Context: an optimization exercise on an open-source flow, tuned for small area, a short achievable clock period and few clock cycles. The choices shown serve that exercise and are no tape-out recipe.
Function was not checked in any run shown here: the RTL went through the layout flow alone.

## flow/design.v (module list and top-level ports; edited modules follow where they fit)
// module serial_config_rx: 33 lines
// module mandel_engine: 142 lines
// module mandel_tree_x: 204 lines
// module mandel_tree_y: 125 lines
// module mandel_tree_e: 167 lines
// module mandel_render_top: 36 lines
module mandel_render_top #(
    parameter int IMG_W = 8,
    parameter int IMG_H = 6
) (
    input  logic                                 clk,
    input  logic                                 reset,
    input  logic                                 cfg_sen,
    input  logic                                 cfg_sclk,
    input  logic                                 cfg_sdata,
    output logic                                 pixel_valid,
    output logic [mandel_fixed_pkg::PIX_WIDTH-1:0] pixel_count,
    output logic                                 frame_done,
    output logic                                 busy
);
  // ...
==> flow/flow/run.sh <==
#!/bin/bash
set -euo pipefail
R="$PWD/orfs/results/$FLOW_PLATFORM/mandel_render_top/base"
bash standard.sh "$R/1_2_yosys.v" > synth_make.log 2>&1
cp "$R/1_2_yosys.v" yosys_netlist_before_polarity.v
python3 flow/polarity.py "$R/1_2_yosys.v" > polarity.log 2>&1
bash standard.sh finish SETUP_SLACK_MARGIN=6.0 > layout_make.log 2>&1
==> flow/flow/polarity.py <==
#!/usr/bin/env python3
"""Remove inverters around full adders in a flat Yosys netlist.

A full adder is self-dual: FA(~a, ~b, ~c) = (~sum, ~cout). Yosys's extract_fa
leaves many inverters between chained sky130 full adders. This pass collapses
every inverter chain into a polarity on its source net, chooses for each full
adder whether it computes the true or the complemented function (greedy local
search on the area of the inverters needed), may swap a gate for its
complemented twin (and2 <-> nand2, ...) when that saves an inverter, and then
puts back at most one inverter per source net that still needs its complement.

Only combinational inverters and full adders change; registers, ports and all
other cells keep their names and connections.

usage: polarity.py NETLIST.v [OUT.v]   (in place without OUT.v)
"""
import re
import sys
from collections import defaultdict

INV_RE = re.compile(r'^sky130_fd_sc_hd__(inv|clkinv)_\d+$')
FA_RE = re.compile(r'^sky130_fd_sc_hd__fa_\d+$')
OUT_PINS = {'X', 'Y', 'Q', 'Q_N', 'SUM', 'COUT', 'HI', 'LO'}
INV_AREA = 3.7536

# Gates with a complemented twin on the same input pins: (true, complement, area, area)
TWINS = [('and2_1', 'nand2_1', 6.256, 3.7536), ('or2_1', 'nor2_1', 6.256, 3.7536),
         ('xor2_1', 'xnor2_1', 8.7584, 8.7584), ('a21o_1', 'a21oi_1', 7.5072, 5.0048),
         ('o21a_1', 'o21ai_1', 7.5072, 5.0048), ('o21a_1', 'o21ai_0', 7.5072, 5.0048),
         ('and3_1', 'nand3_1', 6.256, 5.0048), ('or3_1', 'nor3_1', 6.256, 5.0048),
         ('a22o_1', 'a22oi_1', 8.7584, 7.5072), ('mux2_1', 'mux2i_1', 11.2608, 10.0096),
         ('o22a_1', 'o22ai_1', 8.7584, 6.256), ('a211o_1', 'a211oi_1', 8.7584, 7.5072),
         ('o211a_1', 'o211ai_1', 10.0096, 7.5072), ('and4_1', 'nand4_1', 8.7584, 6.256),
         ('or4_1', 'nor4_1', 7.5072, 6.256), ('and2b_1', 'nand2b_1', 7.5072, 6.256),
         ('or2b_1', 'nor2b_1', 7.5072, 6.256), ('a31o_1', 'a31oi_1', 8.7584, 6.256),
         ('o31a_1', 'o31ai_1', 8.7584, 7.5072), ('a21bo_1', 'a21boi_0', 10.0096, 7.5072),
         ('o21ba_1', 'o21bai_1', 10.0096, 7.5072), ('and3b_1', 'nand3b_1', 8.7584, 7.5072),
         ('or3b_1', 'nor3b_1', 8.7584, 7.5072), ('a32o_1', 'a32oi_1', 10.0096, 8.7584)]
TWIN = {}
for t, c, at, ac in TWINS:
    TWIN.setdefault('sky130_fd_sc_hd__' + t, ('sky130_fd_sc_hd__' + c, 'Y', ac - at))
    TWIN.setdefault('sky130_fd_sc_hd__' + c, ('sky130_fd_sc_hd__' + t, 'X', at - ac))

CELL_RE = re.compile(r'^([ \t]*)(sky130_fd_sc_hd__\w+)\s+(\\\S+\s|[\w$]+)\s*\((.*?)\);\s*$',
                     re.S | re.M)
PIN_RE = re.compile(r'\.(\w+)\(([^()]*)\)')


def norm(net):
    return net.strip()


def main():
    src = sys.argv[1]
    dst = sys.argv[2] if len(sys.argv) > 2 else src
    text = open(src).read()

    cells = []   # dict(type, name, pins: list of (pin, net), span)
    for m in CELL_RE.finditer(text):
        pins = [(p, norm(n)) for p, n in PIN_RE.findall(m.group(4))]
        cells.append(dict(indent=m.group(1), type=m.group(2), name=m.group(3),
                          pins=pins, span=m.span()))

    header = text[:cells[0]['span'][0]] if cells else text
    ports = set()
    for m in re.finditer(r'^\s*(input|output|inout)\s+(\[[^\]]*\]\s*)?([^;]+);', header, re.M):
        for n in m.group(3).split(','):
            ports.add(n.strip())
    if re.search(r'^\s*assign\b', text, re.M):
        assigned = set(re.findall(r'\\\S+\s|[\w$]+', ' '.join(
            re.findall(r'^\s*assign\s+(.*?);', text, re.M))))
    else:
        assigned = set()

    def base(net):
        return re.sub(r'\[\d+\]$', '', net.strip())

    def fixed(net):
        b = base(net)
        return (b in ports or net in assigned or b in assigned or "'" in net
                or net.startswith('{'))

    driver = {}
    for i, c in enumerate(cells):
        for p, n in c['pins']:
            if p in OUT_PINS:
                driver[n] = (i, p)

    # Inverters that can be collapsed
    inv_of = {}   # output net -> input net
    collapsed = set()
    for i, c in enumerate(cells):
        if INV_RE.match(c['type']):
            pins = dict(c['pins'])
            a, y = pins.get('A'), pins.get('Y')
            if a is None or y is None or fixed(y) or a == 'clk':
                continue
            inv_of[y] = a
            collapsed.add(i)

    def root(net):
        q = 0
        seen = set()
        while net in inv_of and net not in seen:
            seen.add(net)
            net = inv_of[net]
            q ^= 1
        return net, q

    fa_idx = [i for i, c in enumerate(cells) if FA_RE.match(c['type'])
              or (c['type'] in TWIN and i not in collapsed
                  and not any(fixed(n) for p, n in c['pins'] if p in OUT_PINS))]
    fa_pos = {i: k for k, i in enumerate(fa_idx)}
    flip = [0] * len(fa_idx)

    # ph(root) = flip of the full adder driving it, else 0
    def ph(r):
        d = driver.get(r)
        if d is not None and d[0] in fa_pos:
            return flip[fa_pos[d[0]]]
        return 0

    # loads: list of (cell index, pin, root, q)
    loads = []
    loads_of_root = defaultdict(list)
    for i, c in enumerate(cells):
        if i in collapsed:
            continue
        for p, n in c['pins']:
            if p in OUT_PINS:
                continue
            r, q = root(n)
            loads.append((i, p, r, q))
            loads_of_root[r].append(len(loads) - 1)
    # ports and assigned nets driven through collapsed inverters cannot occur
    # (their inverters are kept), so every kept net has its loads listed.

    is_fa = [bool(FA_RE.match(cells[i]['type'])) for i in fa_idx]

    def need(li):
        i, p, r, q = loads[li]
        f = flip[fa_pos[i]] if i in fa_pos and is_fa[fa_pos[i]] else 0
        return q ^ f ^ ph(r)

    def swap_area(k):
        return 0.0 if is_fa[k] else (TWIN[cells[fa_idx[k]]['type']][2] if flip[k] else 0.0)

    def cost_root(r):
        return 1 if any(need(li) for li in loads_of_root[r]) else 0

    def cost_local(k, rs):
        return INV_AREA * sum(cost_root(r) for r in rs) + swap_area(k)

    def fa_roots(k):
        i = fa_idx[k]
        rs = set()
        for p, n in cells[i]['pins']:
            if p in OUT_PINS:
                rs.add(n)
            elif is_fa[k]:
                rs.add(root(n)[0])
        return rs

    before = sum(cost_root(r) for r in loads_of_root)
    improved = True
    passes = 0
    while improved and passes < 50:
        improved = False
        passes += 1
        for k in range(len(fa_idx)):
            rs = fa_roots(k)
            c0 = cost_local(k, rs)
            flip[k] ^= 1
            c1 = cost_local(k, rs)
            if c1 < c0 - 1e-9:
                improved = True
            else:
                flip[k] ^= 1
    # Simulated annealing from the greedy result, keeping the best assignment
    import math
    import random
    rng = random.Random(1)
    rs_of = [fa_roots(k) for k in range(len(fa_idx))]

    def total():
        return INV_AREA * sum(cost_root(r) for r in loads_of_root) + sum(swap_area(k) for k in range(len(fa_idx)))

    cur = total()
    best, best_flip = cur, list(flip)
    steps = 300 * len(fa_idx)
    for step in range(steps):
        temp = 4.0 * (1.0 - step / steps) + 0.05
        k = rng.randrange(len(fa_idx))
        c0 = cost_local(k, rs_of[k])
        flip[k] ^= 1
        d = cost_local(k, rs_of[k]) - c0
        if d <= 0 or rng.random() < math.exp(-d / temp):
            cur += d
            if cur < best - 1e-9:
                best, best_flip = cur, list(flip)
        else:
            flip[k] ^= 1
    flip[:] = best_flip
    # finish with greedy descent
    improved = True
    while improved:
        improved = False
        for k in range(len(fa_idx)):
            c0 = cost_local(k, rs_of[k])
            flip[k] ^= 1
            if cost_local(k, rs_of[k]) < c0 - 1e-9:
                improved = True
            else:
                flip[k] ^= 1
    after = sum(cost_root(r) for r in loads_of_root)

    # New inverters: one per root that needs a complement
    inv_net = {}
    new_cells = []
    for r in sorted(loads_of_root):
        if cost_root(r):
            nm = 'pol_' + re.sub(r'[^A-Za-z0-9_]', '_', r.strip('\\ ')) + '_n'
            while nm in inv_net.values():
                nm += '_'
            inv_net[r] = nm
            new_cells.append((r, nm))

    def conn(li):
        i, p, r, q = loads[li]
        return inv_net[r] if need(li) else r

    def fmt_net(n):
        return n + ' ' if n.startswith('\\') and not n.endswith(' ') else n

    # Rebuild cell texts
    load_at = {}
    for li, (i, p, r, q) in enumerate(loads):
        load_at[(i, p)] = li
    out = []
    pos = 0
    for i, c in enumerate(cells):
        s, e = c['span']
        out.append(text[pos:s])
        pos = e
        if i in collapsed:
            continue
        lines = []
        typ = c['type']
        swapped = i in fa_pos and not is_fa[fa_pos[i]] and flip[fa_pos[i]]
        if swapped:
            typ = TWIN[c['type']][0]
        for p, n in c['pins']:
            if p in OUT_PINS:
                nn = n
                if swapped:
                    p = TWIN[c['type']][1]
            else:
                nn = conn(load_at[(i, p)])
            lines.append('%s    .%s(%s)' % (c['indent'], p, fmt_net(nn)))
        out.append('%s%s %s (\n%s\n%s);\n' % (c['indent'], typ, c['name'].rstrip(),
                                            ',\n'.join(lines), c['indent']))
    tail = text[pos:]
    add = []
    for k, (r, nm) in enumerate(new_cells):
        add.append('  sky130_fd_sc_hd__inv_1 pol_inv_%d (\n    .A(%s),\n    .Y(%s)\n  );\n'
                   % (k, fmt_net(r), nm))
    endm = tail.rfind('endmodule')
    tail = tail[:endm] + ''.join(add) + tail[endm:]
    body = ''.join(out) + tail
    # declare the new nets after the module header's declarations
    decl = ''.join('  wire %s;\n' % nm for r, nm in new_cells)
    first = CELL_RE.search(body)
    body = body[:first.start()] + decl + body[first.start():]
    open(dst, 'w').write(body)
    nfa = sum(is_fa)
    print('polarity: %d full adders (%d flipped), %d twin gates (%d swapped), inverters %d -> %d,'
          ' area change %.1f um2'
          % (nfa, sum(f for f, a in zip(flip, is_fa) if a), len(fa_idx) - nfa,
             sum(f for f, a in zip(flip, is_fa) if not a), len(collapsed), after,
             total() - INV_AREA * len(collapsed)))


if __name__ == '__main__':
    main()
==> flow/standard.sh <==
#!/bin/bash
# synth_recipe.tcl (not shown) runs the flow's synth.tcl, then flattens the netlist and writes it again
# the make line also repeats each setting of config.mk as NAME=value (left out here)
make -C /OpenROAD-flow-scripts/flow DESIGN_CONFIG=/design/flow/config.mk WORK_HOME=/design/flow/orfs CLKGATE_MAP_FILE= SYNTH_SCRIPT=/design/flow/synth_recipe.tcl "${@:-finish}"
==> flow/config.mk <==
export PLATFORM = sky130hd
export DESIGN_NAME = mandel_render_top
export DESIGN_NICKNAME = mandel_render_top
export VERILOG_FILES = /design/flow/design.v
export SDC_FILE = /design/flow/constraint.sdc
export NUM_CORES = 4
export LEC_CHECK = 0
export ABC_AREA = 1
export CAP_MARGIN = 20
export CORE_MARGIN = 2
export CORE_UTILIZATION = 40
export CTS_CLUSTER_DIAMETER = 150
export CTS_CLUSTER_SIZE = 20
export SLEW_MARGIN = 20
==> flow/constraint.sdc <==
create_clock -name core_clock -period 9.0 [get_ports {clk}]
set_input_delay 1.8000 -clock core_clock [delete_from_list [all_inputs] [get_ports {clk}]]
set_output_delay 1.8000 -clock core_clock [all_outputs]
set_load 0.01 [all_outputs]
==> results.sh, run 1 <==
export IMPL_final_setup_skew_ns=0.0232
export IMPL_num_sequential=209
export IMPL_wl_met2_mm=15.0
export IMPL_viasPerCell=4.91
export IMPL_num_nonclk_inverters=167
export IMPL_place_gp_congestion=0.851
export IMPL_rr_startpoint="u_engine.zi1[3]"
export IMPL_num_vias=8979
export IMPL_totalWireLength_mm=30.5
export IMPL_rows=67
export IMPL_grt_start_max_net_pins=34
export IMPL_biggest_regs="u_engine.er2 x34, u_engine.xr2 x33, u_rx.shreg x33"
export IMPL_run_status="timing/DRC/antenna clean"
export IMPL_layout_cells_excl_fill=1829
export IMPL_synthesis_area_per_instance_um2=10.5
export IMPL_synthesized_area_mm2=0.0138
export IMPL_post_place_ws_ns=5.13
export IMPL_number_of_setup_violations_in_the_final_report=0
export IMPL_drtIter0Drc=532
export IMPL_timing_final_hold_violations=0
export IMPL_n_multi_input_combinational_cell=898
export IMPL_clockBufferCount=23
export IMPL_core_region_area_mm2=0.0337
export IMPL_r2r_end="u_engine.yr2[1][4]"
export IMPL_route_detailed_drc=0
export IMPL_final_common_cell="nand2_1"
export IMPL_cp_data_required_time_ns=9.36
export IMPL_fillerInstances=3125
export IMPL_tap_cell_count=448
export IMPL_final_cell_mix="192 x nand2_1, 185 x fa_1, 156 x dfxtp_1, 151 x inv_1, 85 x ha_1"
export IMPL_synth_cells=1314
export IMPL_grt_usage_pct=17.3
export IMPL_antenna_found_initial=1
export IMPL_post_cts_setup_buffer_count=11
==> module mandel_engine, before the edit <==
module mandel_engine (
    input  logic                 clk,
    input  logic                 reset,
    input  mandel_cfg_pkg::cfg_t cfg,
    input  logic                 start,
    output logic                 pixel_valid,
    output logic [3:0]           pixel_count,
    output logic                 frame_done,
    output logic                 busy
);
    logic               start_d;   
    logic               v1, f1, o1;
    logic [5:0]         p1;
    logic [6:0]         k1;
    logic [10:0]        zr1, zi1;
    logic               v2, f2, o2;
    logic [5:0]         p2;
    logic [6:0]         k2;
    logic [10:0]        xr2 [3];
    logic               xcin2;
    logic [10:0]        yr2 [3];
    logic               ycin2;
    logic [11:0]        er2 [3];
    logic               ecin2;
    logic               ovf2;
    logic [10:0]        xk2;       
    logic [18:0] xr [3];
    logic [10:0] kx;
    logic [5:0]  ysh;
    logic [17:0] yr [3];
    logic [19:0] er [3];
    logic [8:0]  xlo, elo;
    logic [7:0]  ylo;
    logic        ovf;
    assign ovf = (zr1[10] ^ zr1[9]) | (zi1[10] ^ zi1[9]);
    assign ysh = 6'(p1[5:3]) << cfg.scaling;
    mandel_tree_x u_tx (.zr(zr1[9:0]), .zi(zi1[9:0]), .cr(cfg.cr_offset),
                        .row0(xr[0]), .row1(xr[1]), .row2(xr[2]), .kx(kx));
    mandel_tree_y u_ty (.zr(zr1[9:0]), .zi(zi1[9:0]), .ci(cfg.ci_offset), .ys(ysh),
                        .row0(yr[0]), .row1(yr[1]), .row2(yr[2]));
    mandel_tree_e u_te (.zr(zr1[9:0]), .zi(zi1[9:0]), .row0(er[0]), .row1(er[1]), .row2(er[2]));
    assign xlo = {1'b0, xr[0][7:0]} + {1'b0, xr[1][7:0]};
    assign ylo = {1'b0, yr[0][6:0]} + {1'b0, yr[1][6:0]};
    assign elo = {1'b0, er[0][7:0]} + {1'b0, er[1][7:0]};
    always_ff @(posedge clk) begin
        for (int i = 0; i < 3; i++) xr2[i] <= xr[i][18:8];
        for (int i = 0; i < 3; i++) yr2[i] <= yr[i][17:7];
        for (int i = 0; i < 3; i++) er2[i] <= er[i][19:8];
        xcin2 <= xlo[8];
        ycin2 <= ylo[7];
        ecin2 <= elo[8];
        ovf2  <= ovf;
        xk2   <= 11'(6'(p1[2:0]) << cfg.scaling) + kx;
        f2    <= f1;
        p2    <= p1;
        k2    <= k1;
    end
    logic [10:0] zr_n, zi_n;
    logic [11:0] mag;
    logic        esc, lim0, lim1, stop, fin, out_now, last, take;
    logic [6:0]  k_inc, cnt;
    logic [5:0]  p_new;
    logic [10:0] xt_s, xt_c, xu_s, xu_c, yu_s, yu_c;
    logic [11:0] eu_s, eu_c;
    logic [10:0] xk;
    assign xk   = xk2;
    assign xt_s = xr2[0] ^ xr2[1] ^ xr2[2];
    assign xt_c = {(xr2[0][9:0] & xr2[1][9:0]) | (xr2[0][9:0] & xr2[2][9:0]) | (xr2[1][9:0] & xr2[2][9:0]), xcin2};
    assign xu_s = xt_s ^ xt_c ^ xk;
    assign xu_c = {(xt_s[9:0] & xt_c[9:0]) | (xt_s[9:0] & xk[9:0]) | (xt_c[9:0] & xk[9:0]), 1'b0};
    assign yu_s = yr2[0] ^ yr2[1] ^ yr2[2];
    assign yu_c = {(yr2[0][9:0] & yr2[1][9:0]) | (yr2[0][9:0] & yr2[2][9:0]) | (yr2[1][9:0] & yr2[2][9:0]), ycin2};
    assign eu_s = er2[0] ^ er2[1] ^ er2[2];
    assign eu_c = {(er2[0][10:0] & er2[1][10:0]) | (er2[0][10:0] & er2[2][10:0]) | (er2[1][10:0] & er2[2][10:0]), ecin2};
    assign zr_n  = xu_s + xu_c;
    assign zi_n  = yu_s + yu_c;
    assign mag   = eu_s + eu_c;
    assign esc   = ovf2 || (mag[11:10] != 2'd0);
    assign k_inc = k2 + 7'd1;
    assign lim0  = (k2 == cfg.max_ctr);
    assign lim1  = (k_inc == cfg.max_ctr);
    assign stop  = esc || lim0 || lim1;
    assign fin   = f2 || stop;
    assign cnt   = (f2 || esc || lim0) ? k2 : k_inc;
    assign out_now = v2 && fin && o2;
    assign last  = (p2 == 6'd47);
    assign take  = start_d || (out_now && (p2 < 6'd46));
    assign p_new = start_d ? 6'd1 : p2 + 6'd2;
    logic [3:0] cnt_sel, k_sel, nesc_sel;
    assign k_sel    = k2[cfg.ctr_select +: 4];
    assign nesc_sel = (lim1 && !f2 && !lim0) ? cfg.max_ctr[cfg.ctr_select +: 4] : k_sel;
    assign cnt_sel  = esc ? k_sel : nesc_sel;
    always_ff @(posedge clk) begin
        if (reset) begin
            busy        <= 1'b0;
            pixel_valid <= 1'b0;
            frame_done  <= 1'b0;
            start_d     <= 1'b0;
            v1          <= 1'b0;
            v2          <= 1'b0;
        end else begin
            start_d     <= start;
            pixel_valid <= out_now;
            frame_done  <= out_now && last;
            if (start) begin
                busy <= 1'b1;
                v1   <= 1'b1;
                v2   <= 1'b0;
            end else begin
                if (out_now && last) busy <= 1'b0;
                v1 <= take || (v2 && !out_now);
                v2 <= v1;
            end
        end
    end
    always_ff @(posedge clk) begin
        pixel_count <= cnt_sel;
        o2 <= o1 || out_now;
        if (start) begin
            p1  <= '0;
            o1  <= 1'b1;
            f1  <= 1'b0;
            k1  <= '0;
            zr1 <= '0;
            zi1 <= '0;
        end else if (take) begin
            p1  <= p_new;
            o1  <= 1'b0;
            f1  <= 1'b0;
            k1  <= '0;
            zr1 <= '0;
            zi1 <= '0;
        end else begin
            p1  <= p2;
            o1  <= o2 && !out_now;
            f1  <= fin;
            k1  <= fin ? cnt : k_inc;
            zr1 <= zr_n;
            zi1 <= zi_n;
        end
    end
endmodule
==> run 2, diff against run 1 <==
--- a/flow/design.v
+++ b/flow/design.v
@@ -123,22 +123,20 @@
     end
     logic [10:0] zr_n, zi_n;
     logic [11:0] mag;
     logic        esc, lim0, lim1, stop, fin, out_now, last, take;
     logic [6:0]  k_inc, cnt;
     logic [5:0]  p_new;
     logic [10:0] xt_s, xt_c, xu_s, xu_c, yu_s, yu_c;
     logic [11:0] eu_s, eu_c;
-    logic [10:0] xk;
-    assign xk   = xk2;
     assign xt_s = xr2[0] ^ xr2[1] ^ xr2[2];
     assign xt_c = {(xr2[0][9:0] & xr2[1][9:0]) | (xr2[0][9:0] & xr2[2][9:0]) | (xr2[1][9:0] & xr2[2][9:0]), xcin2};
-    assign xu_s = xt_s ^ xt_c ^ xk;
-    assign xu_c = {(xt_s[9:0] & xt_c[9:0]) | (xt_s[9:0] & xk[9:0]) | (xt_c[9:0] & xk[9:0]), 1'b0};
+    assign xu_s = xt_s ^ xt_c ^ xk2;
+    assign xu_c = {(xt_s[9:0] & xt_c[9:0]) | (xt_s[9:0] & xk2[9:0]) | (xt_c[9:0] & xk2[9:0]), 1'b0};
     assign yu_s = yr2[0] ^ yr2[1] ^ yr2[2];
     assign yu_c = {(yr2[0][9:0] & yr2[1][9:0]) | (yr2[0][9:0] & yr2[2][9:0]) | (yr2[1][9:0] & yr2[2][9:0]), ycin2};
     assign eu_s = er2[0] ^ er2[1] ^ er2[2];
     assign eu_c = {(er2[0][10:0] & er2[1][10:0]) | (er2[0][10:0] & er2[2][10:0]) | (er2[1][10:0] & er2[2][10:0]), ecin2};
     assign zr_n  = xu_s + xu_c;
     assign zi_n  = yu_s + yu_c;
     assign mag   = eu_s + eu_c;
     assign esc   = ovf2 || (mag[11:10] != 2'd0);
@@ -414,131 +412,198 @@
     input  logic [9:0] zr,
     input  logic [9:0] zi,
     input  logic [10:0] ci,
     input  logic [5:0] ys,
     output logic [17:0] row0,
     output logic [17:0] row1,
     output logic [17:0] row2
 );
-    logic bo0, bt0, bn0, bo1, bt1, bn1, bo2, bt2, bn2, bo3, bt3, bn3, bo4, bt4, bn4, s1;
-    logic k2, s3, k4, s5, k6, s7, k8, s9, k10, s11, k12, s13, k14, s15, k16, s17;
-    logic k18, s19, k20, s21, k22, s23, k24, s25, k26, s27, k28, s29, k30, s31, k32, s33;
-    logic k34, s35, k36, s37, k38, s39, k40, s41, k42, s43, k44, s45, k46, s47, k48, s49;
-    logic k50, s51, k52, s53, k54, s55, k56, s57, k58, s59, k60, s61, k62, s63, k64, s65;
-    logic k66, s67, k68, s69, k70, s71, k72, s73, k74, s75, k76, s77, k78, s79, k80, s81;
-    logic k82, s83, k84, s85, k86, s87, k88, s89, k90;
-    assign bo0 = zi[0] ^ 1'b0;
-    assign bt0 = (zi[1] & ~zi[0] & ~1'b0) | (~zi[1] & zi[0] & 1'b0);
-    assign bn0 = zi[1];
-    assign bo1 = zi[2] ^ zi[1];
-    assign bt1 = (zi[3] & ~zi[2] & ~zi[1]) | (~zi[3] & zi[2] & zi[1]);
-    assign bn1 = zi[3];
-    assign bo2 = zi[4] ^ zi[3];
-    assign bt2 = (zi[5] & ~zi[4] & ~zi[3]) | (~zi[5] & zi[4] & zi[3]);
-    assign bn2 = zi[5];
-    assign bo3 = zi[6] ^ zi[5];
-    assign bt3 = (zi[7] & ~zi[6] & ~zi[5]) | (~zi[7] & zi[6] & zi[5]);
-    assign bn3 = zi[7];
-    assign bo4 = zi[8] ^ zi[7];
-    assign bt4 = (zi[9] & ~zi[8] & ~zi[7]) | (~zi[9] & zi[8] & zi[7]);
-    assign bn4 = zi[9];
-    assign s1 = (((bo0 & zr[2]) | (bt0 & zr[1])) ^ bn0) ^ ((bo1 & zr[0]) ^ bn1);
-    assign k2 = (((bo0 & zr[2]) | (bt0 & zr[1])) ^ bn0) & ((bo1 & zr[0]) ^ bn1);
-    assign s3 = (((bo0 & zr[3]) | (bt0 & zr[2])) ^ bn0) ^ (((bo1 & zr[1]) | (bt1 & zr[0])) ^ bn1);
-    assign k4 = (((bo0 & zr[3]) | (bt0 & zr[2])) ^ bn0) & (((bo1 & zr[1]) | (bt1 & zr[0])) ^ bn1);
-    assign s5 = (((bo0 & zr[4]) | (bt0 & zr[3])) ^ bn0) ^ (((bo1 & zr[2]) | (bt1 & zr[1])) ^ bn1) ^ ((bo2 & zr[0]) ^ bn2);
-    assign k6 = ((((bo0 & zr[4]) | (bt0 & zr[3])) ^ bn0) & (((bo1 & zr[2]) | (bt1 & zr[1])) ^ bn1)) | ((((bo0 & zr[4]) | (bt0 & zr[3])) ^ bn0) & ((bo2 & zr[0]) ^ bn2)) | ((((bo1 & zr[2]) | (bt1 & zr[1])) ^ bn1) & ((bo2 & zr[0]) ^ bn2));
-    assign s7 = (((bo0 & zr[5]) | (bt0 & zr[4])) ^ bn0) ^ (((bo1 & zr[3]) | (bt1 & zr[2])) ^ bn1) ^ (((bo2 & zr[1]) | (bt2 & zr[0])) ^ bn2);
-    assign k8 = ((((bo0 & zr[5]) | (bt0 & zr[4])) ^ bn0) & (((bo1 & zr[3]) | (bt1 & zr[2])) ^ bn1)) | ((((bo0 & zr[5]) | (bt0 & zr[4])) ^ bn0) & (((bo2 & zr[1]) | (bt2 & zr[0])) ^ bn2)) | ((((bo1 & zr[3]) | (bt1 & zr[2])) ^ bn1) & (((bo2 & zr[1]) | (bt2 & zr[0])) ^ bn2));
-    assign s9 = (((bo0 & zr[6]) | (bt0 & zr[5])) ^ bn0) ^ (((bo1 & zr[4]) | (bt1 & zr[3])) ^ bn1) ^ (((bo2 & zr[2]) | (bt2 & zr[1])) ^ bn2);
-    assign k10 = ((((bo0 & zr[6]) | (bt0 & zr[5])) ^ bn0) & (((bo1 & zr[4]) | (bt1 & zr[3])) ^ bn1)) | ((((bo0 & zr[6]) | (bt0 & zr[5])) ^ bn0) & (((bo2 & zr[2]) | (bt2 & zr[1])) ^ bn2)) | ((((bo1 & zr[4]) | (bt1 & zr[3])) ^ bn1) & (((bo2 & zr[2]) | (bt2 & zr[1])) ^ bn2));
-    assign s11 = ((bo3 & zr[0]) ^ bn3) ^ bn3;
-    assign k12 = ((bo3 & zr[0]) ^ bn3) & bn3;
-    assign s13 = (((bo0 & zr[7]) | (bt0 & zr[6])) ^ bn0) ^ (((bo1 & zr[5]) | (bt1 & zr[4])) ^ bn1) ^ (((bo2 & zr[3]) | (bt2 & zr[2])) ^ bn2);
-    assign k14 = ((((bo0 & zr[7]) | (bt0 & zr[6])) ^ bn0) & (((bo1 & zr[5]) | (bt1 & zr[4])) ^ bn1)) | ((((bo0 & zr[7]) | (bt0 & zr[6])) ^ bn0) & (((bo2 & zr[3]) | (bt2 & zr[2])) ^ bn2)) | ((((bo1 & zr[5]) | (bt1 & zr[4])) ^ bn1) & (((bo2 & zr[3]) | (bt2 & zr[2])) ^ bn2));
-    assign s15 = (((bo0 & zr[8]) | (bt0 & zr[7])) ^ bn0) ^ (((bo1 & zr[6]) | (bt1 & zr[5])) ^ bn1) ^ (((bo2 & zr[4]) | (bt2 & zr[3])) ^ bn2);
-    assign k16 = ((((bo0 & zr[8]) | (bt0 & zr[7])) ^ bn0) & (((bo1 & zr[6]) | (bt1 & zr[5])) ^ bn1)) | ((((bo0 & zr[8]) | (bt0 & zr[7])) ^ bn0) & (((bo2 & zr[4]) | (bt2 & zr[3])) ^ bn2)) | ((((bo1 & zr[6]) | (bt1 & zr[5])) ^ bn1) & (((bo2 & zr[4]) | (bt2 & zr[3])) ^ bn2));
-    assign s17 = (((bo3 & zr[2]) | (bt3 & zr[1])) ^ bn3) ^ ((bo4 & zr[0]) ^ bn4);
-    assign k18 = (((bo3 & zr[2]) | (bt3 & zr[1])) ^ bn3) & ((bo4 & zr[0]) ^ bn4);
-    assign s19 = (((bo0 & zr[9]) | (bt0 & zr[8])) ^ bn0) ^ (((bo1 & zr[7]) | (bt1 & zr[6])) ^ bn1) ^ (((bo2 & zr[5]) | (bt2 & zr[4])) ^ bn2);
-    assign k20 = ((((bo0 & zr[9]) | (bt0 & zr[8])) ^ bn0) & (((bo1 & zr[7]) | (bt1 & zr[6])) ^ bn1)) | ((((bo0 & zr[9]) | (bt0 & zr[8])) ^ bn0) & (((bo2 & zr[5]) | (bt2 & zr[4])) ^ bn2)) | ((((bo1 & zr[7]) | (bt1 & zr[6])) ^ bn1) & (((bo2 & zr[5]) | (bt2 & zr[4])) ^ bn2));
-    assign s21 = (((bo3 & zr[3]) | (bt3 & zr[2])) ^ bn3) ^ (((bo4 & zr[1]) | (bt4 & zr[0])) ^ bn4);
-    assign k22 = (((bo3 & zr[3]) | (bt3 & zr[2])) ^ bn3) & (((bo4 & zr[1]) | (bt4 & zr[0])) ^ bn4);
-    assign s23 = ~(((bo0 & zr[9]) | (bt0 & zr[9])) ^ bn0) ^ (((bo1 & zr[8]) | (bt1 & zr[7])) ^ bn1) ^ (((bo2 & zr[6]) | (bt2 & zr[5])) ^ bn2);
-    assign k24 = (~(((bo0 & zr[9]) | (bt0 & zr[9])) ^ bn0) & (((bo1 & zr[8]) | (bt1 & zr[7])) ^ bn1)) | (~(((bo0 & zr[9]) | (bt0 & zr[9])) ^ bn0) & (((bo2 & zr[6]) | (bt2 & zr[5])) ^ bn2)) | ((((bo1 & zr[8]) | (bt1 & zr[7])) ^ bn1) & (((bo2 & zr[6]) | (bt2 & zr[5])) ^ bn2));
-    assign s25 = (((bo3 & zr[4]) | (bt3 & zr[3])) ^ bn3) ^ (((bo4 & zr[2]) | (bt4 & zr[1])) ^ bn4) ^ ci[3];
-    assign k26 = ((((bo3 & zr[4]) | (bt3 & zr[3])) ^ bn3) & (((bo4 & zr[2]) | (bt4 & zr[1])) ^ bn4)) | ((((bo3 & zr[4]) | (bt3 & zr[3])) ^ bn3) & ci[3]) | ((((bo4 & zr[2]) | (bt4 & zr[1])) ^ bn4) & ci[3]);
-    assign s27 = (((bo1 & zr[9]) | (bt1 & zr[8])) ^ bn1) ^ (((bo2 & zr[7]) | (bt2 & zr[6])) ^ bn2) ^ (((bo3 & zr[5]) | (bt3 & zr[4])) ^ bn3);
-    assign k28 = ((((bo1 & zr[9]) | (bt1 & zr[8])) ^ bn1) & (((bo2 & zr[7]) | (bt2 & zr[6])) ^ bn2)) | ((((bo1 & zr[9]) | (bt1 & zr[8])) ^ bn1) & (((bo3 & zr[5]) | (bt3 & zr[4])) ^ bn3)) | ((((bo2 & zr[7]) | (bt2 & zr[6])) ^ bn2) & (((bo3 & zr[5]) | (bt3 & zr[4])) ^ bn3));
-    assign s29 = (((bo4 & zr[3]) | (bt4 & zr[2])) ^ bn4) ^ ci[4];
-    assign k30 = (((bo4 & zr[3]) | (bt4 & zr[2])) ^ bn4) & ci[4];
-    assign s31 = ~(((bo1 & zr[9]) | (bt1 & zr[9])) ^ bn1) ^ (((bo2 & zr[8]) | (bt2 & zr[7])) ^ bn2) ^ (((bo3 & zr[6]) | (bt3 & zr[5])) ^ bn3);
-    assign k32 = (~(((bo1 & zr[9]) | (bt1 & zr[9])) ^ bn1) & (((bo2 & zr[8]) | (bt2 & zr[7])) ^ bn2)) | (~(((bo1 & zr[9]) | (bt1 & zr[9])) ^ bn1) & (((bo3 & zr[6]) | (bt3 & zr[5])) ^ bn3)) | ((((bo2 & zr[8]) | (bt2 & zr[7])) ^ bn2) & (((bo3 & zr[6]) | (bt3 & zr[5])) ^ bn3));
-    assign s33 = k4 ^ s5;
-    assign k34 = k4 & s5;
-    assign s35 = k6 ^ s7;
-    assign k36 = k6 & s7;
-    assign s37 = k8 ^ s9 ^ s11;
-    assign k38 = (k8 & s9) | (k8 & s11) | (s9 & s11);
-    assign s39 = k10 ^ k12 ^ s13;
-    assign k40 = (k10 & k12) | (k10 & s13) | (k12 & s13);
-    assign s41 = (((bo3 & zr[1]) | (bt3 & zr[0])) ^ bn3) ^ ci[0];
-    assign k42 = (((bo3 & zr[1]) | (bt3 & zr[0])) ^ bn3) & ci[0];
-    assign s43 = k14 ^ s15 ^ s17;
-    assign k44 = (k14 & s15) | (k14 & s17) | (s15 & s17);
-    assign s45 = bn4 ^ ci[1] ^ ys[1];
-    assign k46 = (bn4 & ci[1]) | (bn4 & ys[1]) | (ci[1] & ys[1]);
-    assign s47 = k16 ^ k18 ^ s19;
-    assign k48 = (k16 & k18) | (k16 & s19) | (k18 & s19);
-    assign s49 = s21 ^ ci[2] ^ ys[2];
-    assign k50 = (s21 & ci[2]) | (s21 & ys[2]) | (ci[2] & ys[2]);
-    assign s51 = k20 ^ k22 ^ s23;
-    assign k52 = (k20 & k22) | (k20 & s23) | (k22 & s23);
-    assign s53 = s25 ^ ys[3] ^ 1'b1;
-    assign k54 = (s25 & ys[3]) | (s25 & 1'b1) | (ys[3] & 1'b1);
-    assign s55 = k24 ^ k26 ^ s27;
-    assign k56 = (k24 & k26) | (k24 & s27) | (k26 & s27);
-    assign s57 = s29 ^ ys[4] ^ 1'b1;
-    assign k58 = (s29 & ys[4]) | (s29 & 1'b1) | (ys[4] & 1'b1);
-    assign s59 = k28 ^ k30 ^ s31;
-    assign k60 = (k28 & k30) | (k28 & s31) | (k30 & s31);
-    assign s61 = (((bo4 & zr[4]) | (bt4 & zr[3])) ^ bn4) ^ ci[5] ^ ys[5];
-    assign k62 = ((((bo4 & zr[4]) | (bt4 & zr[3])) ^ bn4) & ci[5]) | ((((bo4 & zr[4]) | (bt4 & zr[3])) ^ bn4) & ys[5]) | (ci[5] & ys[5]);
-    assign s63 = k32 ^ (((bo2 & zr[9]) | (bt2 & zr[8])) ^ bn2) ^ (((bo3 & zr[7]) | (bt3 & zr[6])) ^ bn3);
-    assign k64 = (k32 & (((bo2 & zr[9]) | (bt2 & zr[8])) ^ bn2)) | (k32 & (((bo3 & zr[7]) | (bt3 & zr[6])) ^ bn3)) | ((((bo2 & zr[9]) | (bt2 & zr[8])) ^ bn2) & (((bo3 & zr[7]) | (bt3 & zr[6])) ^ bn3));
-    assign s65 = (((bo4 & zr[5]) | (bt4 & zr[4])) ^ bn4) ^ ci[6] ^ 1'b1;
-    assign k66 = ((((bo4 & zr[5]) | (bt4 & zr[4])) ^ bn4) & ci[6]) | ((((bo4 & zr[5]) | (bt4 & zr[4])) ^ bn4) & 1'b1) | (ci[6] & 1'b1);
-    assign s67 = ~(((bo2 & zr[9]) | (bt2 & zr[9])) ^ bn2) ^ (((bo3 & zr[8]) | (bt3 & zr[7])) ^ bn3) ^ (((bo4 & zr[6]) | (bt4 & zr[5])) ^ bn4);
-    assign k68 = (~(((bo2 & zr[9]) | (bt2 & zr[9])) ^ bn2) & (((bo3 & zr[8]) | (bt3 & zr[7])) ^ bn3)) | (~(((bo2 & zr[9]) | (bt2 & zr[9])) ^ bn2) & (((bo4 & zr[6]) | (bt4 & zr[5])) ^ bn4)) | ((((bo3 & zr[8]) | (bt3 & zr[7])) ^ bn3) & (((bo4 & zr[6]) | (bt4 & zr[5])) ^ bn4));
-    assign s69 = (((bo3 & zr[9]) | (bt3 & zr[8])) ^ bn3) ^ (((bo4 & zr[7]) | (bt4 & zr[6])) ^ bn4);
-    assign k70 = (((bo3 & zr[9]) | (bt3 & zr[8])) ^ bn3) & (((bo4 & zr[7]) | (bt4 & zr[6])) ^ bn4);
-    assign s71 = k38 ^ s39;
-    assign k72 = k38 & s39;
-    assign s73 = k40 ^ k42 ^ s43;
-    assign k74 = (k40 & k42) | (k40 & s43) | (k42 & s43);
-    assign s75 = k44 ^ k46 ^ s47;
-    assign k76 = (k44 & k46) | (k44 & s47) | (k46 & s47);
-    assign s77 = k48 ^ k50 ^ s51;
-    assign k78 = (k48 & k50) | (k48 & s51) | (k50 & s51);
-    assign s79 = k52 ^ k54 ^ s55;
-    assign k80 = (k52 & k54) | (k52 & s55) | (k54 & s55);
-    assign s81 = k56 ^ k58 ^ s59;
-    assign k82 = (k56 & k58) | (k56 & s59) | (k58 & s59);
-    assign s83 = k60 ^ k62 ^ s63;
-    assign k84 = (k60 & k62) | (k60 & s63) | (k62 & s63);
-    assign s85 = k64 ^ k66 ^ s67;
-    assign k86 = (k64 & k66) | (k64 & s67) | (k66 & s67);
-    assign s87 = k68 ^ s69 ^ ci[8];
-    assign k88 = (k68 & s69) | (k68 & ci[8]) | (s69 & ci[8]);
-    assign s89 = k70 ^ ~(((bo3 & zr[9]) | (bt3 & zr[9])) ^ bn3) ^ (((bo4 & zr[8]) | (bt4 & zr[7])) ^ bn4);
-    assign k90 = (k70 & ~(((bo3 & zr[9]) | (bt3 & zr[9])) ^ bn3)) | (k70 & (((bo4 & zr[8]) | (bt4 & zr[7])) ^ bn4)) | (~(((bo3 & zr[9]) | (bt3 & zr[9])) ^ bn3) & (((bo4 & zr[8]) | (bt4 & zr[7])) ^ bn4));
-    assign row0 = {k90, k88, k86, k84, k82, k80, k78, k76, k74, k72, s71, k36, k34, s33, k2, s1, (((bo0 & zr[1]) | (bt0 & zr[0])) ^ bn0), ((bo0 & zr[0]) ^ bn0)};
-    assign row1 = {(((bo4 & zr[9]) | (bt4 & zr[8])) ^ bn4), s89, s87, s85, s83, s81, s79, s77, s75, s73, s41, s37, s35, bn2, s3, bn1, 1'b0, bn0};
-    assign row2 = {~ci[10], ci[9], 1'b1, ci[7], s65, s61, s57, s53, s49, s45, ys[0], 1'b0, 1'b0, 1'b0, 1'b0, 1'b0, 1'b0, 1'b0};
+    logic s1, k2, s3, k4, s5, k6, s7, k8, s9, k10, s11, k12, s13, k14, s15, k16;
+    logic s17, k18, s19, k20, s21, k22, s23, k24, s25, k26, s27, k28, s29, k30, s31, k32;
+    logic s33, k34, s35, k36, s37, k38, s39, k40, s41, k42, s43, k44, s45, k46, s47, k48;
+    logic s49, k50, s51, k52, s53, k54, s55, k56, s57, k58, s59, k60, s61, k62, s63, k64;
+    logic s65, k66, s67, k68, s69, k70, s71, k72, s73, k74, s75, k76, s77, k78, s79, k80;
+    logic s81, k82, s83, k84, s85, k86, s87, k88, s89, k90, s91, k92, s93, k94, s95, k96;
+    logic s97, k98, s99, k100, s101, k102, s103, k104, s105, k106, s107, k108, s109, k110, s111, k112;
+    logic s113, k114, s115, k116, s117, k118, s119, k120, s121, k122, s123, k124, s125, k126, s127, k128;
+    logic s129, k130, s131, k132, s133, k134, s135, k136, s137, k138, s139, k140, s141, k142, s143, k144;
+    logic s145, k146, s147, k148, s149, k150, s151, k152, s153, k154, s155, k156, s157, k158, s159, k160;
+    logic s161, k162, s163, k164, s165, k166, s167, k168;
+    assign s1 = (zr[0] & zi[2]) ^ (zr[1] & zi[1]);
+    assign k2 = (zr[0] & zi[2]) & (zr[1] & zi[1]);
+    assign s3 = (zr[0] & zi[3]) ^ (zr[1] & zi[2]) ^ (zr[2] & zi[1]);
+    assign k4 = ((zr[0] & zi[3]) & (zr[1] & zi[2])) | ((zr[0] & zi[3]) & (zr[2] & zi[1])) | ((zr[1] & zi[2]) & (zr[2] & zi[1]));
+    assign s5 = (zr[0] & zi[4]) ^ (zr[1] & zi[3]) ^ (zr[2] & zi[2]);
+    assign k6 = ((zr[0] & zi[4]) & (zr[1] & zi[3])) | ((zr[0] & zi[4]) & (zr[2] & zi[2])) | ((zr[1] & zi[3]) & (zr[2] & zi[2]));
+    assign s7 = (zr[3] & zi[1]) ^ (zr[4] & zi[0]);
+    assign k8 = (zr[3] & zi[1]) & (zr[4] & zi[0]);
+    assign s9 = (zr[0] & zi[5]) ^ (zr[1] & zi[4]) ^ (zr[2] & zi[3]);
+    assign k10 = ((zr[0] & zi[5]) & (zr[1] & zi[4])) | ((zr[0] & zi[5]) & (zr[2] & zi[3])) | ((zr[1] & zi[4]) & (zr[2] & zi[3]));
+    assign s11 = (zr[3] & zi[2]) ^ (zr[4] & zi[1]) ^ (zr[5] & zi[0]);
+    assign k12 = ((zr[3] & zi[2]) & (zr[4] & zi[1])) | ((zr[3] & zi[2]) & (zr[5] & zi[0])) | ((zr[4] & zi[1]) & (zr[5] & zi[0]));
+    assign s13 = (zr[0] & zi[6]) ^ (zr[1] & zi[5]) ^ (zr[2] & zi[4]);
+    assign k14 = ((zr[0] & zi[6]) & (zr[1] & zi[5])) | ((zr[0] & zi[6]) & (zr[2] & zi[4])) | ((zr[1] & zi[5]) & (zr[2] & zi[4]));
+    assign s15 = (zr[3] & zi[3]) ^ (zr[4] & zi[2]) ^ (zr[5] & zi[1]);
+    assign k16 = ((zr[3] & zi[3]) & (zr[4] & zi[2])) | ((zr[3] & zi[3]) & (zr[5] & zi[1])) | ((zr[4] & zi[2]) & (zr[5] & zi[1]));
+    assign s17 = (zr[0] & zi[7]) ^ (zr[1] & zi[6]) ^ (zr[2] & zi[5]);
+    assign k18 = ((zr[0] & zi[7]) & (zr[1] & zi[6])) | ((zr[0] & zi[7]) & (zr[2] & zi[5])) | ((zr[1] & zi[6]) & (zr[2] & zi[5]));
+    assign s19 = (zr[3] & zi[4]) ^ (zr[4] & zi[3]);
+    assign k20 = (zr[3] & zi[4]) & (zr[4] & zi[3]);
+    assign s21 = (zr[0] & zi[8]) ^ (zr[1] & zi[7]) ^ (zr[2] & zi[6]);
+    assign k22 = ((zr[0] & zi[8]) & (zr[1] & zi[7])) | ((zr[0] & zi[8]) & (zr[2] & zi[6])) | ((zr[1] & zi[7]) & (zr[2] & zi[6]));
+    assign s23 = (zr[3] & zi[5]) ^ (zr[4] & zi[4]) ^ (zr[5] & zi[3]);
+    assign k24 = ((zr[3] & zi[5]) & (zr[4] & zi[4])) | ((zr[3] & zi[5]) & (zr[5] & zi[3])) | ((zr[4] & zi[4]) & (zr[5] & zi[3]));
+    assign s25 = ~(zr[0] & zi[9]) ^ (zr[1] & zi[8]) ^ (zr[2] & zi[7]);
+    assign k26 = (~(zr[0] & zi[9]) & (zr[1] & zi[8])) | (~(zr[0] & zi[9]) & (zr[2] & zi[7])) | ((zr[1] & zi[8]) & (zr[2] & zi[7]));
+    assign s27 = (zr[3] & zi[6]) ^ (zr[4] & zi[5]) ^ (zr[5] & zi[4]);
+    assign k28 = ((zr[3] & zi[6]) & (zr[4] & zi[5])) | ((zr[3] & zi[6]) & (zr[5] & zi[4])) | ((zr[4] & zi[5]) & (zr[5] & zi[4]));
+    assign s29 = (zr[6] & zi[3]) ^ (zr[7] & zi[2]);
+    assign k30 = (zr[6] & zi[3]) & (zr[7] & zi[2]);
+    assign s31 = ~(zr[1] & zi[9]) ^ (zr[2] & zi[8]) ^ (zr[3] & zi[7]);
+    assign k32 = (~(zr[1] & zi[9]) & (zr[2] & zi[8])) | (~(zr[1] & zi[9]) & (zr[3] & zi[7])) | ((zr[2] & zi[8]) & (zr[3] & zi[7]));
+    assign s33 = (zr[4] & zi[6]) ^ (zr[5] & zi[5]) ^ (zr[6] & zi[4]);
+    assign k34 = ((zr[4] & zi[6]) & (zr[5] & zi[5])) | ((zr[4] & zi[6]) & (zr[6] & zi[4])) | ((zr[5] & zi[5]) & (zr[6] & zi[4]));
+    assign s35 = (zr[7] & zi[3]) ^ (zr[8] & zi[2]) ^ ~(zr[9] & zi[1]);
+    assign k36 = ((zr[7] & zi[3]) & (zr[8] & zi[2])) | ((zr[7] & zi[3]) & ~(zr[9] & zi[1])) | ((zr[8] & zi[2]) & ~(zr[9] & zi[1]));
+    assign s37 = ~(zr[2] & zi[9]) ^ (zr[3] & zi[8]) ^ (zr[4] & zi[7]);
+    assign k38 = (~(zr[2] & zi[9]) & (zr[3] & zi[8])) | (~(zr[2] & zi[9]) & (zr[4] & zi[7])) | ((zr[3] & zi[8]) & (zr[4] & zi[7]));
+    assign s39 = (zr[5] & zi[6]) ^ (zr[6] & zi[5]) ^ (zr[7] & zi[4]);
+    assign k40 = ((zr[5] & zi[6]) & (zr[6] & zi[5])) | ((zr[5] & zi[6]) & (zr[7] & zi[4])) | ((zr[6] & zi[5]) & (zr[7] & zi[4]));
+    assign s41 = ~(zr[3] & zi[9]) ^ (zr[4] & zi[8]) ^ (zr[5] & zi[7]);
+    assign k42 = (~(zr[3] & zi[9]) & (zr[4] & zi[8])) | (~(zr[3] & zi[9]) & (zr[5] & zi[7])) | ((zr[4] & zi[8]) & (zr[5] & zi[7]));
+    assign s43 = k2 ^ s3;
+    assign k44 = k2 & s3;
+    assign s45 = k4 ^ s5 ^ s7;
+    assign k46 = (k4 & s5) | (k4 & s7) | (s5 & s7);
+    assign s47 = k6 ^ k8 ^ s9;
+    assign k48 = (k6 & k8) | (k6 & s9) | (k8 & s9);
+    assign s49 = k10 ^ k12 ^ s13;
+    assign k50 = (k10 & k12) | (k10 & s13) | (k12 & s13);
+    assign s51 = s15 ^ (zr[6] & zi[0]);
+    assign k52 = s15 & (zr[6] & zi[0]);
+    assign s53 = k14 ^ k16 ^ s17;
+    assign k54 = (k14 & k16) | (k14 & s17) | (k16 & s17);
+    assign s55 = s19 ^ (zr[5] & zi[2]) ^ (zr[6] & zi[1]);
+    assign k56 = (s19 & (zr[5] & zi[2])) | (s19 & (zr[6] & zi[1])) | ((zr[5] & zi[2]) & (zr[6] & zi[1]));
+    assign s57 = (zr[7] & zi[0]) ^ ci[0];
+    assign k58 = (zr[7] & zi[0]) & ci[0];
+    assign s59 = k18 ^ k20 ^ s21;
+    assign k60 = (k18 & k20) | (k18 & s21) | (k20 & s21);
+    assign s61 = s23 ^ (zr[6] & zi[2]) ^ (zr[7] & zi[1]);
+    assign k62 = (s23 & (zr[6] & zi[2])) | (s23 & (zr[7] & zi[1])) | ((zr[6] & zi[2]) & (zr[7] & zi[1]));
+    assign s63 = (zr[8] & zi[0]) ^ ci[1] ^ ys[1];
+    assign k64 = ((zr[8] & zi[0]) & ci[1]) | ((zr[8] & zi[0]) & ys[1]) | (ci[1] & ys[1]);
+    assign s65 = k22 ^ k24 ^ s25;
+    assign k66 = (k22 & k24) | (k22 & s25) | (k24 & s25);
+    assign s67 = s27 ^ s29 ^ (zr[8] & zi[1]);
+    assign k68 = (s27 & s29) | (s27 & (zr[8] & zi[1])) | (s29 & (zr[8] & zi[1]));
+    assign s69 = ~(zr[9] & zi[0]) ^ ci[2] ^ ys[2];
+    assign k70 = (~(zr[9] & zi[0]) & ci[2]) | (~(zr[9] & zi[0]) & ys[2]) | (ci[2] & ys[2]);
+    assign s71 = k26 ^ k28 ^ k30;
+    assign k72 = (k26 & k28) | (k26 & k30) | (k28 & k30);
+    assign s73 = s31 ^ s33 ^ s35;
+    assign k74 = (s31 & s33) | (s31 & s35) | (s33 & s35);
+    assign s75 = ci[3] ^ ys[3] ^ 1'b1;
+    assign k76 = (ci[3] & ys[3]) | (ci[3] & 1'b1) | (ys[3] & 1'b1);
+    assign s77 = k32 ^ k34 ^ k36;
+    assign k78 = (k32 & k34) | (k32 & k36) | (k34 & k36);
+    assign s79 = s37 ^ s39 ^ (zr[8] & zi[3]);
+    assign k80 = (s37 & s39) | (s37 & (zr[8] & zi[3])) | (s39 & (zr[8] & zi[3]));
+    assign s81 = ~(zr[9] & zi[2]) ^ ci[4] ^ ys[4];
+    assign k82 = (~(zr[9] & zi[2]) & ci[4]) | (~(zr[9] & zi[2]) & ys[4]) | (ci[4] & ys[4]);
+    assign s83 = k38 ^ k40 ^ s41;
+    assign k84 = (k38 & k40) | (k38 & s41) | (k40 & s41);
+    assign s85 = (zr[6] & zi[6]) ^ (zr[7] & zi[5]) ^ (zr[8] & zi[4]);
+    assign k86 = ((zr[6] & zi[6]) & (zr[7] & zi[5])) | ((zr[6] & zi[6]) & (zr[8] & zi[4])) | ((zr[7] & zi[5]) & (zr[8] & zi[4]));
+    assign s87 = ~(zr[9] & zi[3]) ^ ci[5] ^ ys[5];
+    assign k88 = (~(zr[9] & zi[3]) & ci[5]) | (~(zr[9] & zi[3]) & ys[5]) | (ci[5] & ys[5]);
+    assign s89 = k42 ^ ~(zr[4] & zi[9]) ^ (zr[5] & zi[8]);
+    assign k90 = (k42 & ~(zr[4] & zi[9])) | (k42 & (zr[5] & zi[8])) | (~(zr[4] & zi[9]) & (zr[5] & zi[8]));
+    assign s91 = (zr[6] & zi[7]) ^ (zr[7] & zi[6]) ^ (zr[8] & zi[5]);
+    assign k92 = ((zr[6] & zi[7]) & (zr[7] & zi[6])) | ((zr[6] & zi[7]) & (zr[8] & zi[5])) | ((zr[7] & zi[6]) & (zr[8] & zi[5]));
+    assign s93 = ~(zr[9] & zi[4]) ^ ci[6];
+    assign k94 = ~(zr[9] & zi[4]) & ci[6];
+    assign s95 = ~(zr[5] & zi[9]) ^ (zr[6] & zi[8]) ^ (zr[7] & zi[7]);
+    assign k96 = (~(zr[5] & zi[9]) & (zr[6] & zi[8])) | (~(zr[5] & zi[9]) & (zr[7] & zi[7])) | ((zr[6] & zi[8]) & (zr[7] & zi[7]));
+    assign s97 = (zr[8] & zi[6]) ^ ~(zr[9] & zi[5]);
+    assign k98 = (zr[8] & zi[6]) & ~(zr[9] & zi[5]);
+    assign s99 = ~(zr[6] & zi[9]) ^ (zr[7] & zi[8]);
+    assign k100 = ~(zr[6] & zi[9]) & (zr[7] & zi[8]);
+    assign s101 = k46 ^ s47;
+    assign k102 = k46 & s47;
+    assign s103 = k48 ^ s49 ^ s51;
+    assign k104 = (k48 & s49) | (k48 & s51) | (s49 & s51);
+    assign s105 = k50 ^ k52 ^ s53;
+    assign k106 = (k50 & k52) | (k50 & s53) | (k52 & s53);
+    assign s107 = s55 ^ s57;
+    assign k108 = s55 & s57;
+    assign s109 = k54 ^ k56 ^ k58;
+    assign k110 = (k54 & k56) | (k54 & k58) | (k56 & k58);
+    assign s111 = s59 ^ s61 ^ s63;
+    assign k112 = (s59 & s61) | (s59 & s63) | (s61 & s63);
+    assign s113 = k60 ^ k62 ^ k64;
+    assign k114 = (k60 & k62) | (k60 & k64) | (k62 & k64);
+    assign s115 = s65 ^ s67 ^ s69;
+    assign k116 = (s65 & s67) | (s65 & s69) | (s67 & s69);
+    assign s117 = k66 ^ k68 ^ k70;
+    assign k118 = (k66 & k68) | (k66 & k70) | (k68 & k70);
+    assign s119 = s71 ^ s73 ^ s75;
+    assign k120 = (s71 & s73) | (s71 & s75) | (s73 & s75);
+    assign s121 = k72 ^ k74 ^ k76;
+    assign k122 = (k72 & k74) | (k72 & k76) | (k74 & k76);
+    assign s123 = s77 ^ s79 ^ s81;
+    assign k124 = (s77 & s79) | (s77 & s81) | (s79 & s81);
+    assign s125 = k78 ^ k80 ^ k82;
+    assign k126 = (k78 & k80) | (k78 & k82) | (k80 & k82);
+    assign s127 = s83 ^ s85 ^ s87;
+    assign k128 = (s83 & s85) | (s83 & s87) | (s85 & s87);
+    assign s129 = k84 ^ k86 ^ k88;
+    assign k130 = (k84 & k86) | (k84 & k88) | (k86 & k88);
+    assign s131 = s89 ^ s91 ^ s93;
+    assign k132 = (s89 & s91) | (s89 & s93) | (s91 & s93);
+    assign s133 = k90 ^ k92 ^ k94;
+    assign k134 = (k90 & k92) | (k90 & k94) | (k92 & k94);
+    assign s135 = s95 ^ s97 ^ ci[7];
+    assign k136 = (s95 & s97) | (s95 & ci[7]) | (s97 & ci[7]);
+    assign s137 = k96 ^ k98 ^ s99;
+    assign k138 = (k96 & k98) | (k96 & s99) | (k98 & s99);
+    assign s139 = (zr[8] & zi[7]) ^ ~(zr[9] & zi[6]) ^ ci[8];
+    assign k140 = ((zr[8] & zi[7]) & ~(zr[9] & zi[6])) | ((zr[8] & zi[7]) & ci[8]) | (~(zr[9] & zi[6]) & ci[8]);
+    assign s141 = k100 ^ ~(zr[7] & zi[9]) ^ (zr[8] & zi[8]);
+    assign k142 = (k100 & ~(zr[7] & zi[9])) | (k100 & (zr[8] & zi[8])) | (~(zr[7] & zi[9]) & (zr[8] & zi[8]));
+    assign s143 = ~(zr[9] & zi[7]) ^ ci[9];
+    assign k144 = ~(zr[9] & zi[7]) & ci[9];
+    assign s145 = ~(zr[8] & zi[9]) ^ ~(zr[9] & zi[8]) ^ ~ci[10];
+    assign k146 = (~(zr[8] & zi[9]) & ~(zr[9] & zi[8])) | (~(zr[8] & zi[9]) & ~ci[10]) | (~(zr[9] & zi[8]) & ~ci[10]);
+    assign s147 = k104 ^ s105;
+    assign k148 = k104 & s105;
+    assign s149 = k106 ^ k108 ^ s109;
+    assign k150 = (k106 & k108) | (k106 & s109) | (k108 & s109);
+    assign s151 = k110 ^ k112 ^ s113;
+    assign k152 = (k110 & k112) | (k110 & s113) | (k112 & s113);
+    assign s153 = k114 ^ k116 ^ s117;
+    assign k154 = (k114 & k116) | (k114 & s117) | (k116 & s117);
+    assign s155 = k118 ^ k120 ^ s121;
+    assign k156 = (k118 & k120) | (k118 & s121) | (k120 & s121);
+    assign s157 = k122 ^ k124 ^ s125;
+    assign k158 = (k122 & k124) | (k122 & s125) | (k124 & s125);
+    assign s159 = k126 ^ k128 ^ s129;
+    assign k160 = (k126 & k128) | (k126 & s129) | (k128 & s129);
+    assign s161 = k130 ^ k132 ^ s133;
+    assign k162 = (k130 & k132) | (k130 & s133) | (k132 & s133);
+    assign s163 = k134 ^ k136 ^ s137;
+    assign k164 = (k134 & k136) | (k134 & s137) | (k136 & s137);
+    assign s165 = k138 ^ k140 ^ s141;
+    assign k166 = (k138 & k140) | (k138 & s141) | (k140 & s141);
+    assign s167 = k142 ^ k144 ^ s145;
+    assign k168 = (k142 & k144) | (k142 & s145) | (k144 & s145);
+    assign row0 = {k166, k164, k162, k160, k158, k156, k154, k152, k150, k148, s147, k102, s101, k44, s43, s1, (zr[0] & zi[1]), (zr[0] & zi[0])};
+    assign row1 = {s167, s165, s163, s161, s159, s157, s155, s153, s151, s149, s107, s103, s11, s45, (zr[3] & zi[0]), (zr[2] & zi[0]), (zr[1] & zi[0]), 1'b0};
+    assign row2 = {1'b1, s143, s139, s135, s131, s127, s123, s119, s115, s111, ys[0], 1'b0, 1'b0, 1'b0, 1'b0, 1'b0, 1'b0, 1'b0};
 endmodule
 module mandel_tree_e (
     input  logic [9:0] zr,
     input  logic [9:0] zi,
     output logic [19:0] row0,
     output logic [19:0] row1,
     output logic [19:0] row2
 );
==> run 2 against run 1 <==
Still clean. Final cell count is 2.1% lower. Sequential share of layout area is 0.32 points higher. Die area is 2.0% higher. Fmax grew 2.1%. Register-to-register slack improved by 0.06 ns. First-iteration DRC count down 3.8%. Worst hold slack got worse by 0.0020 ns. Synthesized area up 2.0%. Worst setup slack improved by 0.062 ns. Critical endpoint is now u_engine.zr1[9]. Largest cell class unchanged.
==> results.sh, run 2 <==
export IMPL_viasPerCell=4.85
export IMPL_timing_critical_path_fanout_max=2
export IMPL_drtIter0Drc=512
export IMPL_grt_setup_unrepaired="yes"
export IMPL_number_of_setup_violations_in_the_final_report=0
export IMPL_grt_pass1_wl_mm=48.6
export IMPL_drv_cap=0
export IMPL_route_detailed_drc=0
export IMPL_tritoncts="yes"
export IMPL_global_route_peak_usage_layer="met2"
export IMPL_cts_buffers_inserted=14
export IMPL_num_vias=8685
export IMPL_end_kind="register"
export IMPL_worst_setup_path_type="reg2reg"
export IMPL_synthesis_area_per_instance_um2=10.7
export IMPL_critPathLaunchType="register"
export IMPL_boundaryPins=12
export IMPL_grt_start_max_net_pins=23
export IMPL_timing_final_hold_violations=0
export IMPL_firstDrtPassIters=5
export IMPL_post_route_cells_drive_above_1_share_pct=9.51
export IMPL_cp_data_required_time_ns=9.40
export IMPL_final_common_cell="nand2_1"
export IMPL_cts_clk_slew_worst_paths_ns=0.09
export IMPL_antenna_found_initial=1
export IMPL_globalRouteMet3Util_pct=1.95
export IMPL_die_w_um=191
export IMPL_cts_root_buffer_cell="clkbuf_16"
export IMPL_arrival_ns=3.36
export IMPL_largest_reg_flops=34
export IMPL_grt_pass1_vias=9153
export IMPL_biggest_regs="u_engine.er2 x34, u_engine.xr2 x33, u_rx.shreg x33"
export IMPL_final_net_count=1650
export IMPL_worstMarginPinSlew_ns=1.19
export IMPL_cts_htree_levels=1
export IMPL_top_reg_by_flops="u_engine.er2"
export IMPL_core_region_area_mm2=0.0345
export IMPL_dp_hpwl_mm=21.8
export IMPL_run_status="timing/DRC/antenna clean"
export IMPL_groute_layer_met1_usage_pct=23.3
export IMPL_synth_warning_count=11
export IMPL_final_setup_skew_ns=0.0246
export IMPL_layout_area_seq_mm2=0.00457
export IMPL_place_gp_congestion=0.825
export IMPL_synthesized_area_mm2=0.0140
export IMPL_hold_path_class="reg2reg"
export IMPL_fmax_mhz=339
export IMPL_final_cell_mix="226 x nand2_1, 220 x fa_1, 160 x dfxtp_1, 141 x inv_1, 90 x ha_1"
export IMPL_fillerInstances=3303
export IMPL_timing_slew_headroom_pct=20.2
export IMPL_rows=68
export IMPL_area_growth_pct=10.3
export IMPL_floorplan_initialDensity_pct=40.6
export IMPL_n_antenna_cell=0
export IMPL_sink_count_of_the_clock_tree=209
export IMPL_cts_max_path_buffers=3
export IMPL_chip_height_um=191
export IMPL_multiInputGateArea_mm2=0.00892
export IMPL_layout_worst_path_cycle_share_pct=32.8
export IMPL_grt_usage_pct=17.1
export IMPL_totalWireLength_mm=30.6
export IMPL_global_route_overflow_total=0
export IMPL_global_route_usage_met2_pct=29.2
export IMPL_design_die_area_mm2=0.0366
export IMPL_antenna_violating_nets_post_route=0
export IMPL_synth_cells=1309
export IMPL_final_max_slew_viol_count=0
export IMPL_timing_final_crit_period_ns=2.95
export IMPL_clock_latency_ns=0.50
export IMPL_fin_setup_tns_ns=0
export IMPL_synth_nets=1632
export IMPL_io_buffer_count=11
export IMPL_post_drt_wl_per_cell_um=17.1
## run 2: what timing repair did
| action | 4_1_cts | 5_1_grt |
|---|---|---|
| buffers inserted | 4 | 28 |
| endpoints found under the setup margin | 94 | 55 |
| cloned | 1 | 1 |
| gates resized for setup | 45 | 29 |
| hold buffers | 0 | 0 |
| pin swaps | 4 | 12 |
## run 2: final cells by class
type                       count  area share [%]
clock inverter                 1           0.105
sequential                   209            29.5
inverter                     144            3.49
tap                          455            3.68
multi-input combinational    909            57.6
timing repair buffer          49            2.93
clock buffer                  23            2.62
## run 2: through the flow
| step | utilization, % | hold slack, ns | area [um2] | setup WS (ns) | cells |
|---|---|---|---|---|---|
| CTS | 43.7 | 0.318 | 15100 | 5.97 | 1761 |
| finish | 44.8 | 0.328 | 15500 | 6.05 | 1790 |
| detailed placement | 42.1 | 0.312 | 14600 | 5.52 | 1732 |
| global placement | 42.1 | 0.310 | 14600 | 5.61 | 1732 |
| floorplan | - | 0.310 | 14100 | 6.00 | 1309 |
| global route | 44.8 | 0.330 | 15500 | 5.94 | 1790 |
## run 2: critical path, cell delays in order (launching register included)
cell	delay, ns
dfxtp_2	0.33
fa_1	0.51
fa_2	0.60
ha_4	0.15
inv_2	0.04
fa_2	0.37
o21ai_2	0.16
nand2_1	0.09
nand2_2	0.08
a21oi_2	0.06
nor2_2	0.12
o21ai_2	0.08
a21o_1	0.16
a21oi_1	0.11
## run 2: metal layers
layer	share of wire [%]	vias to the layer above	wire length, um
li1	-	4103	-
met1	46	4410	14000
met2	49	130	15000
met3	3.1	42	961
met4	2.1	0	627
met5	0	-	0
## run 2: path summary, 6_finish.rpt
| path | startpoint | endpoint | cells after the start | slack, ns |
|---|---|---|---|---|
| worst max register to register | u_engine.xr2[0][1] | u_engine.zr1[9] | 13 | 6.05 |
| worst min register to register | u_engine.k1[4] | u_engine.k2[4] | 0 | 0.33 |
| worst min-delay path | u_engine.k1[4] | u_engine.k2[4] | 0 | 0.33 |
| worst max-delay path | u_engine.xr2[0][1] | u_engine.zr1[9] | 13 | 6.05 |

==> separate check: timing with driven ports <==
No port has a modelled driver above. Below, the same layouts with a new extraction and two added sets of constraints.
Step 1: set_driving_cell puts a clkbuf_16 on clk and a buf_2 on each other input, an assumption about the parent block.
Step 2 adds t to the input delays and takes it off the output delays; t is the mean of the earliest and latest rising clock arrival at the registers after step 1. Input paths then give back, and output paths get back, about the clock's delay inside the block.
Three values: ideal, step 1, step 2; two values: the first two.
| run | t, ns | slack for setup (ns) | hold WS [ns] | clock arrival spread, ns | pins driven straight from the clock port |
|---|---|---|---|---|---|
| run 1 | 0.518 | 5.987 / 5.987 / 5.987 | 0.330 / 0.330 / 0.330 | 0.023 / 0.024 | 1 |
| run 2 | 0.534 | 6.049 / 6.049 / 6.049 | 0.328 / 0.328 / 0.328 | 0.025 / 0.024 | 1 |
After both steps every run listed still meets setup and hold.
